This design comes from an exercise in tuning for small area, a short achievable clock period and few clock cycles per item on the open sky130 flow, not from production work.
Only simulation tests tie the RTL to the original design; equivalence was not proved.
Power figures rest on the tool's default switching activity, not on a simulated workload.

### design.v
package cfct_pkg;
    localparam int PEERS_DEF = 16;
    localparam int VCS_DEF   = 4;
    localparam int KIND_W    = 3;
    localparam int PEER_W    = 4;
    localparam int VC_W      = 2;
    localparam int CNT_W     = 16;
    localparam int NVC_W     = 3;
    localparam int CFG_IDX_W = 3;
    localparam int IN_DATA_W  = 40;
    localparam int IN_USER_W  = KIND_W;
    localparam int OUT_DATA_W = 72;
    localparam logic [KIND_W-1:0] KIND_ADD_PEER     = 3'd0;
    localparam logic [KIND_W-1:0] KIND_CONSUME      = 3'd1;
    localparam logic [KIND_W-1:0] KIND_CHECK        = 3'd2;
    localparam logic [KIND_W-1:0] KIND_ADD_CREDITS  = 3'd3;
    localparam logic [KIND_W-1:0] KIND_RECEIVE      = 3'd4;
    localparam logic [KIND_W-1:0] KIND_CREDIT_RET   = 3'd5;
    localparam logic [CFG_IDX_W-1:0] CFG_LINK_ENABLE  = 3'd0;
    localparam logic [CFG_IDX_W-1:0] CFG_DYNAMIC_MODE = 3'd1;
    localparam logic [CFG_IDX_W-1:0] CFG_BASE_CREDIT  = 3'd2;
    localparam logic [CFG_IDX_W-1:0] CFG_BYTES_PER_CR = 3'd3;
    localparam logic [CFG_IDX_W-1:0] CFG_BATCH_SIZE   = 3'd4;
    localparam logic [CFG_IDX_W-1:0] CFG_INIT_CREDITS = 3'd5;
    localparam logic [CFG_IDX_W-1:0] CFG_NUM_VCS      = 3'd6;
    localparam logic [CNT_W-1:0] RST_BASE_CREDIT  = 16'd1;
    localparam logic [CNT_W-1:0] RST_BYTES_PER_CR = 16'd256;
    localparam logic [CNT_W-1:0] RST_BATCH_SIZE   = 16'd1;
    localparam logic [CNT_W-1:0] RST_INIT_CREDITS = 16'd20;
    localparam logic [NVC_W-1:0] RST_NUM_VCS      = 3'd4;
    localparam int DIV_STEPS = CNT_W;
    localparam int DIV_CNT_W = $clog2(DIV_STEPS);
    localparam int OUT_OK_LSB     = 0;
    localparam int OUT_NEED_LSB   = 1;
    localparam int OUT_TX_LSB     = 17;
    localparam int OUT_PEND_LSB   = 33;
    localparam int OUT_SEND_LSB   = 49;
    localparam int OUT_SENT_LSB   = 50;
    function automatic logic [CNT_W-1:0] sat_add(input logic [CNT_W-1:0] a,
                                                 input logic [CNT_W-1:0] b);
        logic [CNT_W:0] s;
        s = {1'b0, a} + {1'b0, b};
        sat_add = s[CNT_W] ? {CNT_W{1'b1}} : s[CNT_W-1:0];
    endfunction
endpackage
module cfct_ceil_div #(
    parameter int                 SB_W       = 1,
    parameter logic [15:0]        STAGE_MASK = 16'h0000
) (
    input  logic                      clk,
    input  logic                      rst_n,
    input  logic                      en,
    input  logic                      in_valid,
    input  logic                      in_kill,
    input  logic [cfct_pkg::CNT_W-1:0] in_dividend,
    input  logic [SB_W-1:0]           in_sb,
    input  logic [cfct_pkg::CNT_W-1:0] divisor,
    input  logic [cfct_pkg::CNT_W-1:0] hz,
    output logic                      out_valid,
    output logic                      out_kill,
    output logic [cfct_pkg::CNT_W-1:0] out_rem,
    output logic [cfct_pkg::CNT_W-1:0] out_quo,
    output logic [SB_W-1:0]           out_sb
);
    localparam int N = cfct_pkg::CNT_W;
    logic [N-1:0]    rem  [N+1];
    logic [N-1:0]    dq   [N+1];
    logic            vld  [N+1];
    logic            kil  [N+1];
    logic [SB_W-1:0] sb   [N+1];
    assign rem[0] = '0;
    assign dq[0]  = in_dividend;
    assign vld[0] = in_valid;
    assign kil[0] = in_kill;
    assign sb[0]  = in_sb;
    for (genvar i = 0; i < N; i++)
    begin : g_row
        logic [i:0]   rs;
        logic [i:0]   gg;
        logic [i:0]   bin;
        logic [i:0]   nr;
        logic         fits;
        logic [N-1:0] rem_n;
        logic [N-1:0] dq_n;
        if (i == 0)
            assign rs = dq[i][N-1];
        else
            assign rs = {rem[i][i-1:0], dq[i][N-1]};
        always_comb
        begin
            logic [i:0] g;
            logic [i:0] p;
            logic [i:0] gn;
            logic [i:0] pn;
            g = ~rs & divisor[i:0];
            p = ~(rs ^ divisor[i:0]);
            for (int s = 1; s <= i; s = s * 2)
            begin
                gn = g;
                pn = p;
                for (int j = s; j <= i; j++)
                begin
                    gn[j] = g[j] | (p[j] & g[j-s]);
                    pn[j] = p[j] & p[j-s];
                end
                g = gn;
                p = pn;
            end
            gg = g;
        end
        if (i == 0)
            assign bin = 1'b0;
        else
            assign bin = {gg[i-1:0], 1'b0};
        assign fits = ~kil[i] & hz[i] & ~gg[i];
        assign nr   = rs ^ ({(i+1){fits}} & (divisor[i:0] ^ bin));
        if (i == N - 1)
            assign rem_n = nr;
        else
            assign rem_n = {{(N-1-i){1'b0}}, nr};
        assign dq_n = {dq[i][N-2:0], fits};
        if (STAGE_MASK[i])
        begin : g_reg
            logic [N-1:0]    rem_q;
            logic [N-1:0]    dq_q;
            logic            vld_q;
            logic            kil_q;
            logic [SB_W-1:0] sb_q;
            always_ff @(posedge clk or negedge rst_n)
            begin
                if (!rst_n)
                    vld_q <= 1'b0;
                else if (en)
                    vld_q <= vld[i];
            end
            always_ff @(posedge clk)
            begin
                if (en)
                begin
                    rem_q <= rem_n;
                    dq_q  <= dq_n;
                    kil_q <= kil[i];
                    sb_q  <= sb[i];
                end
            end
            assign rem[i+1] = rem_q;
            assign dq[i+1]  = dq_q;
            assign vld[i+1] = vld_q;
            assign kil[i+1] = kil_q;
            assign sb[i+1]  = sb_q;
        end
        else
        begin : g_comb
            assign rem[i+1] = rem_n;
            assign dq[i+1]  = dq_n;
            assign vld[i+1] = vld[i];
            assign kil[i+1] = kil[i];
            assign sb[i+1]  = sb[i];
        end
    end
    assign out_valid = vld[N];
    assign out_kill  = kil[N];
    assign out_rem   = rem[N];
    assign out_quo   = dq[N];
    assign out_sb    = sb[N];
endmodule
module credit_flow_control_table #(
    parameter int          PEERS      = cfct_pkg::PEERS_DEF,
    parameter int          VCS        = cfct_pkg::VCS_DEF,
    parameter logic [15:0] DIV_STAGES = 16'b1101_0101_0101_0010
) (
    input  logic                              clk,
    input  logic                              rst_n,
    input  logic                              s_axis_tvalid,
    output logic                              s_axis_tready,
    input  logic [cfct_pkg::IN_DATA_W-1:0]    s_axis_tdata,
    input  logic [cfct_pkg::IN_USER_W-1:0]    s_axis_tuser,
    output logic                              m_axis_tvalid,
    input  logic                              m_axis_tready,
    output logic [cfct_pkg::OUT_DATA_W-1:0]   m_axis_tdata,
    input  logic                              cfg_valid,
    output logic                              cfg_ready,
    input  logic [cfct_pkg::CFG_IDX_W-1:0]    cfg_index,
    input  logic [cfct_pkg::CNT_W-1:0]        cfg_data
);
    localparam int N       = cfct_pkg::CNT_W;
    localparam int ENTRIES = 64;
    localparam int ENTRY_W = 2 * N + 1;
    localparam int SB_W    = cfct_pkg::KIND_W + cfct_pkg::PEER_W + cfct_pkg::VC_W;
    logic         link_enable_reg;
    logic         dynamic_mode_reg;
    logic [N-1:0] base_credit_reg;
    logic [N-1:0] divisor_reg;           
    logic [N-1:0] div_hz_reg;            
    logic [N-1:0] cfg_hz;
    logic [N-1:0] batch_size_reg;
    logic [N-1:0] initial_credits_reg;
    logic [2:0]   num_vcs_reg;
    assign cfg_ready = 1'b1;
    always_comb
    begin
        cfg_hz[N-1] = 1'b1;
        for (int i = N - 2; i >= 0; i--)
            cfg_hz[i] = cfg_hz[i+1] & ~cfg_data[i+1];
    end
    always_ff @(posedge clk or negedge rst_n)
    begin
        if (!rst_n)
        begin
            link_enable_reg     <= 1'b0;
            dynamic_mode_reg    <= 1'b1;
            base_credit_reg     <= cfct_pkg::RST_BASE_CREDIT;
            divisor_reg         <= cfct_pkg::RST_BYTES_PER_CR;
            div_hz_reg          <= 16'hff00;
            batch_size_reg      <= cfct_pkg::RST_BATCH_SIZE;
            initial_credits_reg <= cfct_pkg::RST_INIT_CREDITS;
            num_vcs_reg         <= cfct_pkg::RST_NUM_VCS;
        end
        else if (cfg_valid)
        begin
            case (cfg_index)
                cfct_pkg::CFG_LINK_ENABLE:  link_enable_reg     <= cfg_data[0];
                cfct_pkg::CFG_DYNAMIC_MODE: dynamic_mode_reg    <= cfg_data[0];
                cfct_pkg::CFG_BASE_CREDIT:  base_credit_reg     <= cfg_data;
                cfct_pkg::CFG_BYTES_PER_CR:
                begin
                    divisor_reg <= (cfg_data == '0) ? N'(1) : cfg_data;
                    div_hz_reg  <= cfg_hz;
                end
                cfct_pkg::CFG_BATCH_SIZE:   batch_size_reg      <= cfg_data;
                cfct_pkg::CFG_INIT_CREDITS: initial_credits_reg <= cfg_data;
                cfct_pkg::CFG_NUM_VCS:      num_vcs_reg         <= cfg_data[2:0];
                default: ;
            endcase
        end
    end
    logic out_valid_reg;
    logic adv;
    assign adv = !out_valid_reg || m_axis_tready;
    logic         clear_reg;
    logic         ready_reg;
    logic         sk_valid;
    logic [2:0]   sk_kind;
    logic [5:0]   sk_pv;
    logic [N-1:0] sk_val;
    logic         in_fire;
    logic         in_pkt;
    logic [N-1:0] in_val;
    assign s_axis_tready = ready_reg;
    assign in_fire = s_axis_tvalid && ready_reg;
    assign in_pkt  = (s_axis_tuser == cfct_pkg::KIND_CONSUME) || (s_axis_tuser == cfct_pkg::KIND_CHECK) ||
                     (s_axis_tuser == cfct_pkg::KIND_RECEIVE);
    assign in_val  = in_pkt ? s_axis_tdata[21:6] : s_axis_tdata[37:22];
    always_ff @(posedge clk or negedge rst_n)
    begin
        if (!rst_n)
        begin
            clear_reg <= 1'b1;
            ready_reg <= 1'b0;
            sk_valid  <= 1'b0;
        end
        else
        begin
            clear_reg <= 1'b0;
            if (adv)
            begin
                sk_valid  <= 1'b0;
                ready_reg <= 1'b1;
            end
            else if (in_fire)
            begin
                sk_valid  <= 1'b1;
                ready_reg <= 1'b0;
            end
        end
    end
    always_ff @(posedge clk)
    begin
        if (!sk_valid)
        begin
            sk_kind <= s_axis_tuser;
            sk_pv   <= s_axis_tdata[5:0];
            sk_val  <= in_val;
        end
    end
    logic         d_in_valid;
    logic [2:0]   d_in_kind;
    logic [5:0]   d_in_pv;
    logic [N-1:0] d_in_val;
    logic         d_in_kill;
    assign d_in_valid = sk_valid || in_fire;
    assign d_in_kind  = sk_valid ? sk_kind : s_axis_tuser;
    assign d_in_pv    = sk_valid ? sk_pv   : s_axis_tdata[5:0];
    assign d_in_val   = sk_valid ? sk_val  : in_val;
    assign d_in_kill  = !((d_in_kind == cfct_pkg::KIND_CONSUME) || (d_in_kind == cfct_pkg::KIND_CHECK) ||
                          (d_in_kind == cfct_pkg::KIND_RECEIVE));
    logic            r_valid;
    logic            r_kill;
    logic [N-1:0]    r_rem;
    logic [N-1:0]    r_quo;
    logic [SB_W-1:0] r_sb;
    cfct_ceil_div #(
        .SB_W       (SB_W),
        .STAGE_MASK (DIV_STAGES)
    ) u_div (
        .clk         (clk),
        .rst_n       (rst_n),
        .en          (adv),
        .in_valid    (d_in_valid),
        .in_kill     (d_in_kill),
        .in_dividend (d_in_val),
        .in_sb       ({d_in_kind, d_in_pv}),
        .divisor     (divisor_reg),
        .hz          (div_hz_reg),
        .out_valid   (r_valid),
        .out_kill    (r_kill),
        .out_rem     (r_rem),
        .out_quo     (r_quo),
        .out_sb      (r_sb)
    );
    logic [2:0]   r_kind;
    logic [3:0]   r_peer;
    logic [1:0]   r_vc;
    logic         r_rem_nz;
    logic [N-1:0] r_qc;
    logic [N-1:0] r_need;
    logic [N-1:0] r_opnd;
    logic         r_sub;
    logic [2:0]   r_lim;
    logic [3:0]   r_lanes;
    logic [3:0]   r_wmask;
    assign {r_kind, r_vc, r_peer} = r_sb;
    assign r_rem_nz = (r_rem != '0);
    assign r_qc     = r_quo + N'(r_rem_nz);
    assign r_need   = (dynamic_mode_reg && (r_qc >= base_credit_reg)) ? r_qc : base_credit_reg;
    always_comb
    begin
        if (!r_kill)
            r_opnd = r_need;
        else if ((r_kind == cfct_pkg::KIND_ADD_PEER) && !r_rem_nz)
            r_opnd = initial_credits_reg;
        else
            r_opnd = r_rem;
    end
    assign r_sub   = (r_kind == cfct_pkg::KIND_CONSUME) || (r_kind == cfct_pkg::KIND_CHECK);
    assign r_lim   = (num_vcs_reg > 3'd4) ? 3'd4 : num_vcs_reg;
    assign r_lanes = {r_lim > 3'd3, r_lim > 3'd2, r_lim > 3'd1, r_lim > 3'd0};
    assign r_wmask = !r_valid ? 4'b0000 :
                     (r_kind == cfct_pkg::KIND_ADD_PEER) ? r_lanes : (4'b0001 << r_vc);
    logic [ENTRY_W-1:0] mem [ENTRIES];
    logic [ENTRY_W-1:0] w_data;
    logic [3:0]         w_peer;
    logic [3:0]         w_mask;
    logic [ENTRY_W-1:0] mem_rd;
    logic [ENTRY_W-1:0] r_ent;
    assign mem_rd = mem[{r_peer, r_vc}];
    assign r_ent  = ((w_peer == r_peer) && w_mask[r_vc]) ? w_data : mem_rd;
    for (genvar e = 0; e < ENTRIES; e++)
    begin : g_ent
        logic we;
        assign we = clear_reg || ((w_peer == 4'(e / 4)) && w_mask[e % 4]);
        always_ff @(posedge clk)
        begin
            if (we)
                mem[e] <= clear_reg ? '0 : w_data;
        end
    end
    logic               x_valid;
    logic [3:0]         x_wmask;
    logic               x_hit;
    logic [3:0]         x_peer;
    logic [ENTRY_W-1:0] x_rd;
    logic [N-1:0]       x_opnd;          
    logic               x_sub;
    logic               x_pkt;
    logic               x_ap;
    logic               x_ap_lane;
    logic               x_con;
    logic               x_chk;
    logic               x_ac;
    logic               x_amt_nz;
    logic               x_rcv;
    logic               x_ret;
    always_ff @(posedge clk or negedge rst_n)
    begin
        if (!rst_n)
        begin
            x_valid <= 1'b0;
            x_wmask <= '0;
        end
        else if (adv)
        begin
            x_valid <= r_valid;
            x_wmask <= r_wmask;
        end
    end
    always_ff @(posedge clk)
    begin
        if (adv)
        begin
            x_hit     <= (x_peer == r_peer) && x_wmask[r_vc];
            x_peer    <= r_peer;
            x_rd      <= r_ent;
            x_opnd    <= r_sub ? ~r_opnd : r_opnd;
            x_sub     <= r_sub;
            x_pkt     <= !r_kill;
            x_ap      <= (r_kind == cfct_pkg::KIND_ADD_PEER);
            x_ap_lane <= r_lanes[r_vc];
            x_con     <= (r_kind == cfct_pkg::KIND_CONSUME);
            x_chk     <= (r_kind == cfct_pkg::KIND_CHECK);
            x_ac      <= (r_kind == cfct_pkg::KIND_ADD_CREDITS);
            x_amt_nz  <= r_rem_nz;
            x_rcv     <= (r_kind == cfct_pkg::KIND_RECEIVE) && link_enable_reg;
            x_ret     <= (r_kind == cfct_pkg::KIND_CREDIT_RET) && link_enable_reg;
        end
    end
    logic [ENTRY_W-1:0] e_cur;
    logic               e_live;
    logic [N-1:0]       e_tx;
    logic [N-1:0]       e_pend;
    logic [N:0]         add_tx;
    logic [N:0]         add_pend;
    logic               grant;
    logic               ret_go;
    logic [N-1:0]       n_tx;
    logic [N-1:0]       n_pend;
    logic               n_live;
    logic               o_ok;
    assign e_cur = x_hit ? w_data : x_rd;
    assign {e_live, e_tx, e_pend} = e_cur;
    assign add_tx   = {1'b0, e_tx} + {1'b0, x_opnd} + (N+1)'(x_sub);
    assign add_pend = {1'b0, e_pend} + {1'b0, x_opnd};
    assign grant    = e_live && add_tx[N];
    assign ret_go   = x_ret && (e_pend >= batch_size_reg);
    assign o_ok     = (x_con || x_chk) && grant;
    always_comb
    begin
        if (x_ap)
            n_tx = x_opnd;
        else if (x_con && grant)
            n_tx = add_tx[N-1:0];
        else if (x_ac)
            n_tx = add_tx[N] ? {N{1'b1}} : add_tx[N-1:0];
        else
            n_tx = e_tx;
    end
    always_comb
    begin
        if (x_ap || ret_go)
            n_pend = '0;
        else if (x_rcv)
            n_pend = add_pend[N] ? {N{1'b1}} : add_pend[N-1:0];
        else
            n_pend = e_pend;
    end
    assign n_live = e_live || x_ap || (x_ac && x_amt_nz);
    logic [cfct_pkg::OUT_DATA_W-1:0] out_data_reg;
    always_ff @(posedge clk or negedge rst_n)
    begin
        if (!rst_n)
        begin
            w_mask        <= '0;
            out_valid_reg <= 1'b0;
        end
        else if (adv)
        begin
            w_mask        <= x_wmask;
            out_valid_reg <= x_valid;
        end
    end
    always_ff @(posedge clk)
    begin
        if (adv)
        begin
            w_peer       <= x_peer;
            w_data       <= {n_live, n_tx, n_pend};
            out_data_reg <= {{(cfct_pkg::OUT_DATA_W - cfct_pkg::OUT_SENT_LSB - N){1'b0}},
                             ret_go ? e_pend : N'(0), ret_go,
                             (x_ap && !x_ap_lane) ? e_pend : n_pend,
                             (x_ap && !x_ap_lane) ? e_tx : n_tx,
                             !x_pkt ? N'(0) : x_sub ? ~x_opnd : x_opnd, o_ok};
        end
    end
    assign m_axis_tvalid = out_valid_reg;
    assign m_axis_tdata  = out_data_reg;
endmodule
### run.sh
#!/bin/bash
# synth_recipe.tcl (not shown) runs the flow's synth.tcl, then flattens the netlist and writes it again
# the make line also repeats each setting of config.mk as NAME=value (left out here)
make -C /OpenROAD-flow-scripts/flow DESIGN_CONFIG=/design/flow/config.mk WORK_HOME=/design/flow/orfs CLKGATE_MAP_FILE= SYNTH_SCRIPT=/design/flow/synth_recipe.tcl finish
### config.mk
export PLATFORM = sky130hd
export DESIGN_NAME = credit_flow_control_table
export DESIGN_NICKNAME = credit_flow_control_table
export VERILOG_FILES = /design/flow/design.v
export SDC_FILE = /design/flow/constraint.sdc
export NUM_CORES = 4
export LEC_CHECK = 0
export ABC_CLOCK_PERIOD_IN_PS = 3000
export CAP_MARGIN = 20
export CORE_MARGIN = 2
export CORE_UTILIZATION = 60
export SETUP_SLACK_MARGIN = 3.9
export SLEW_MARGIN = 20
### constraint.sdc
create_clock -name core_clock -period 8.5 [get_ports {clk}]
set_input_delay 1.7000 -clock core_clock [delete_from_list [all_inputs] [get_ports {clk}]]
set_output_delay 1.7000 -clock core_clock [all_outputs]
set_load 0.01 [all_outputs]
==> impl_metrics.tcl <==
set metrics [dict create \
    clock_net_sink_count 2695 \
    grt_antenna_before_repair 24 \
    start_util 0.606 \
    layout.cells.most_common "edfxtp_1" \
    antenna_violating_nets_post_route 0 \
    cp_max_fo 22 \
    setup_viol 0 \
    post-route-cell-area_sq_um 123000 \
    avgViaCountPerCell 7.42 \
    core_outline_area_sq_um 177000 \
    cp.arrival_ps 5420 \
    timing.final.max_slew_violations 0 \
    largest_reg_flops 2112 \
    startpoint_type "flop" \
    cts_root_buffer_type "clkbuf_16" \
    clk_transition_reported_paths_ps 60 \
    cts_tree "built" \
    synth_edf_count 2565 \
    grt_pass1_vias 64981 \
    ys_async_sr_fraction 0.0390 \
    dp.final_hpwl_um 216000 \
    max_stage_delay_ps 890 \
    post-route-period-util 0.571 \
    critical-path-slowest-cell "edfxtp_1" \
    power_per_cell_area_nw_per_um2 370 \
    share_of_layout_cells_above_drive_strength_1 0.150 \
    largest_regs "mem (2112), u_div.g_row.g_reg.dq_q (128), u_div.g_row.g_reg.rem_q (78)" \
    yosys-top-cells-area "edfxtp_1 (72%), a22oi_1 (4.5%), ha_1 (2.2%), dfrtp_1 (2.1%), a221oi_1 (1.6%)" \
    grt_first_pass_wirelength_um 535000 \
    vias 71732 \
    post-place-cells 9040 \
    vdd_drop_max_uv 242 \
    fin_tns_setup_ps 0 \
    rows 154 \
    fillerInstances 11654 \
    timing.critical_path.cells "nor2b_1 -> nand2_1 -> nor2_4 -> buf_4 -> a221oi_1 -> nand3_1 -> nor4_1 -> a31oi_1" \
    yosys_warnings 8 \
    max_cap_viol_count 0 \
    detail_route.drc_violations 0 \
    cp_data_required_time_ps 9070 \
    hp-class "reg2reg" \
    rsz0062_at_grt "yes" \
    worst-path-buf-inv 1 \
    dpl_cell_area_sq_um 112000 \
    yosys.cell_types.count 90 \
    num-nets-final 7362 \
    status "timing/DRC/antenna clean" \
    final_hold_violation_count 0 \
    final_core_utilization 0.697 \
    max_flop_register "mem" \
    insertion_delay_ps 980 \
    postSynthAreaPerCell_sq_um 15.9 \
    gr-usage-all-layers 0.439 \
    htreeDepth 5 \
    setup.worst_path.end_class "flop" \
    fp.dieArea_sq_um 182000 \
    netlist.area_leader.share 0.720 \
    synth.cell_area_sq_um 107000 \
    chipWidth_um 426 \
    finClkSkew_ps 75.1 \
    die_h_um 426 \
    routedWlPerCell_um 41.5 \
    number_of_buffers_between_clock_root_and_the_deepest_sink 4 \
    post-route-min-period_ps 4850 \
    port_buffers 132 \
    crit_type "reg2reg" \
    routed_wirelength_um 401000 \
    maximum_number_of_pins_on_one_net_before_global_route_repair 163 \
    layout.cells.most_common_list "edfxtp_1 (2565), a22oi_1 (643), nand2_1 (303), clkbuf_16 (299), buf_4 (267)" \
    path_delay_family "simple AND/OR/NAND/NOR gates" \
    slew_at_the_pin_closest_to_its_max_slew_limit_ps 1330 \
    fmax_mhz 206 \
    cts_made_buffers 287 \
    cts_hold_buf 0 \
    finalWeightedCongestion 0.904 \
    synth_largest_area_cell "edfxtp_1" \
    flow.area_growth_from_synthesis_pct 15.1 \
    sequential_fraction_of_the_synthesis_area 0.749 \
    total_leakage_power_uw 0.0447 \
    number_of_synthesized_register_bits 2695 \
    cells_after_synthesis 6711 \
    first_iteration_detailed_routing_drc_count 14615 \
    relSlewSlack 0.112 \
    non_filler_instance_count_after_layout 9665 \
    ios 142 \
    globalRoute.totalOverflow 0 \
    firstDrtPassIters 10 \
    synthFlopType "edfxtp_1" \
]
## power breakdown
group	internal (uW)	switching, uW
Sequential	19200	1640
Clock	6850	5040
Combinational	4260	8580
Total	30300	15300
## through the flow
stage / setup slack (ps) / total power (uW) / hold WS (ps)
2_1_floorplan: 3880 / 27200 / 400
3_3_place_gp: 2460 / 32200 / 400
3_5_place_dp: 2480 / 32600 / 405
4_1_cts: 3670 / 44500 / 410
5_1_grt: 3600 / 46900 / 420
6_report: 3650 / 45500 / 397
## synth_stat cells (105+ instances only)
cell type     n
o21ai_0     154
xnor2_1     157
a21oi_1     141
inv_1       164
nand2_1     318
a22o_1      189
a221oi_1    194
nand4_1     168
ha_1        185
edfxtp_1   2565
clkbuf_1    263
a22oi_1     644
nor2_1      247
xor2_1      137
nand3_1     124
a21o_1      130
nor3_1      105
## path summary, 6_finish.rpt
path,slack [ps],endpoint,from,cells after the start
setup / recovery,3650,x_rd[17]$_DFFE_PN_,u_div.g_row[15].g_reg.sb_q[5]$_DFFE_PN_,8
hold / removal,400,u_div.g_row[10].g_reg.dq_q[10]$_DFFE_PN_,u_div.g_row[8].g_reg.dq_q[8]$_DFFE_PN_,0
setup reg to reg,3650,x_rd[17]$_DFFE_PN_,u_div.g_row[15].g_reg.sb_q[5]$_DFFE_PN_,8
hold reg to reg,400,u_div.g_row[10].g_reg.dq_q[10]$_DFFE_PN_,u_div.g_row[8].g_reg.dq_q[8]$_DFFE_PN_,0
max in group asynchronous,6340,divisor_reg[1]$_DFFE_PN0P_,rst_n,2
min in group asynchronous,920,divisor_reg[15]$_DFFE_PN0P_,rst_n,1
## cell type report
cell class | count | area (sq um) | area share
Inverter | 169 | 654 | 0.00532
Tap cell | 2340 | 2930 | 0.0238
Antenna cell | 21 | 52.6 | 0.000427
Sequential cell | 2695 | 80200 | 0.651
Multi-Input combinational cell | 3499 | 26200 | 0.213
Clock buffer | 370 | 7790 | 0.0633
Clock inverter | 116 | 897 | 0.00729
Timing Repair Buffer | 455 | 4440 | 0.0360
## cells by family (layout without fill, tap and decap cells)
group / count (synthesis) / in the layout / synth area share
adders and majority gates: 189 / 189 / 0.0223
AOI/OAI and AO/OA: 1637 / 1637 / 0.114
and+or+nand+nor: 1241 / 1241 / 0.0583
muxes: 130 / 130 / 0.0131
DFF: 2695 / 2695 / 0.749
other: 2 / 29 / 0.0000702
buffers and inverters: 523 / 1110 / 0.0191
xor gates and xnor gates: 294 / 294 / 0.0241
## per-layer routing
| metal | GRT usage | vias up | wire [um] |
|---|---|---|---|
| met5 | 0.00132 | - | 220 |
| met4 | 0.262 | 22 | 31000 |
| met3 | 0.175 | 1654 | 71700 |
| met2 | 0.600 | 7177 | 163000 |
| met1 | 0.594 | 35292 | 136000 |
| li1 | - | 27587 | - |
## repair_timing
item | in CTS | in global routing
setup endpoints to repair | 102 | 107
pin swaps | 36 | 57
resized for setup | 68 | 79
cloned | 0 | 2
buffers inserted | 40 | 46
Testbench counts, summed over its fixed seeds: cycles 8,320, requests 8,000.

[what the ideal ports hide]
Ports are ideal in the flow. The routed layout listed here was re-timed in OpenROAD.
Step 1 sets driving cells, clkbuf_16 on the clock port and buf_2 on the other inputs (assumed; they add their load-dependent delay and slew).
Step 2 also shifts input and output timing later by t, the mid clock arrival at the registers, as if the neighbouring blocks saw the same clock.
Slacks: no drivers / after step 1 / after step 2; pairs: no drivers / after step 1.
shift t [ns]: 1.022
setup slack, ns: 3.650 / 3.650 / 3.550
hold slack, ns: 0.397 / 0.397 / 0.397
clock arrival spread, ns: 0.088 / 0.088
slew at the worst register clock pin (ns): 0.07 / 0.07
After both steps setup and hold are still met in this run. The setup slack of this run moves by 0.000 ns with the drivers and by -0.100 ns with both steps.
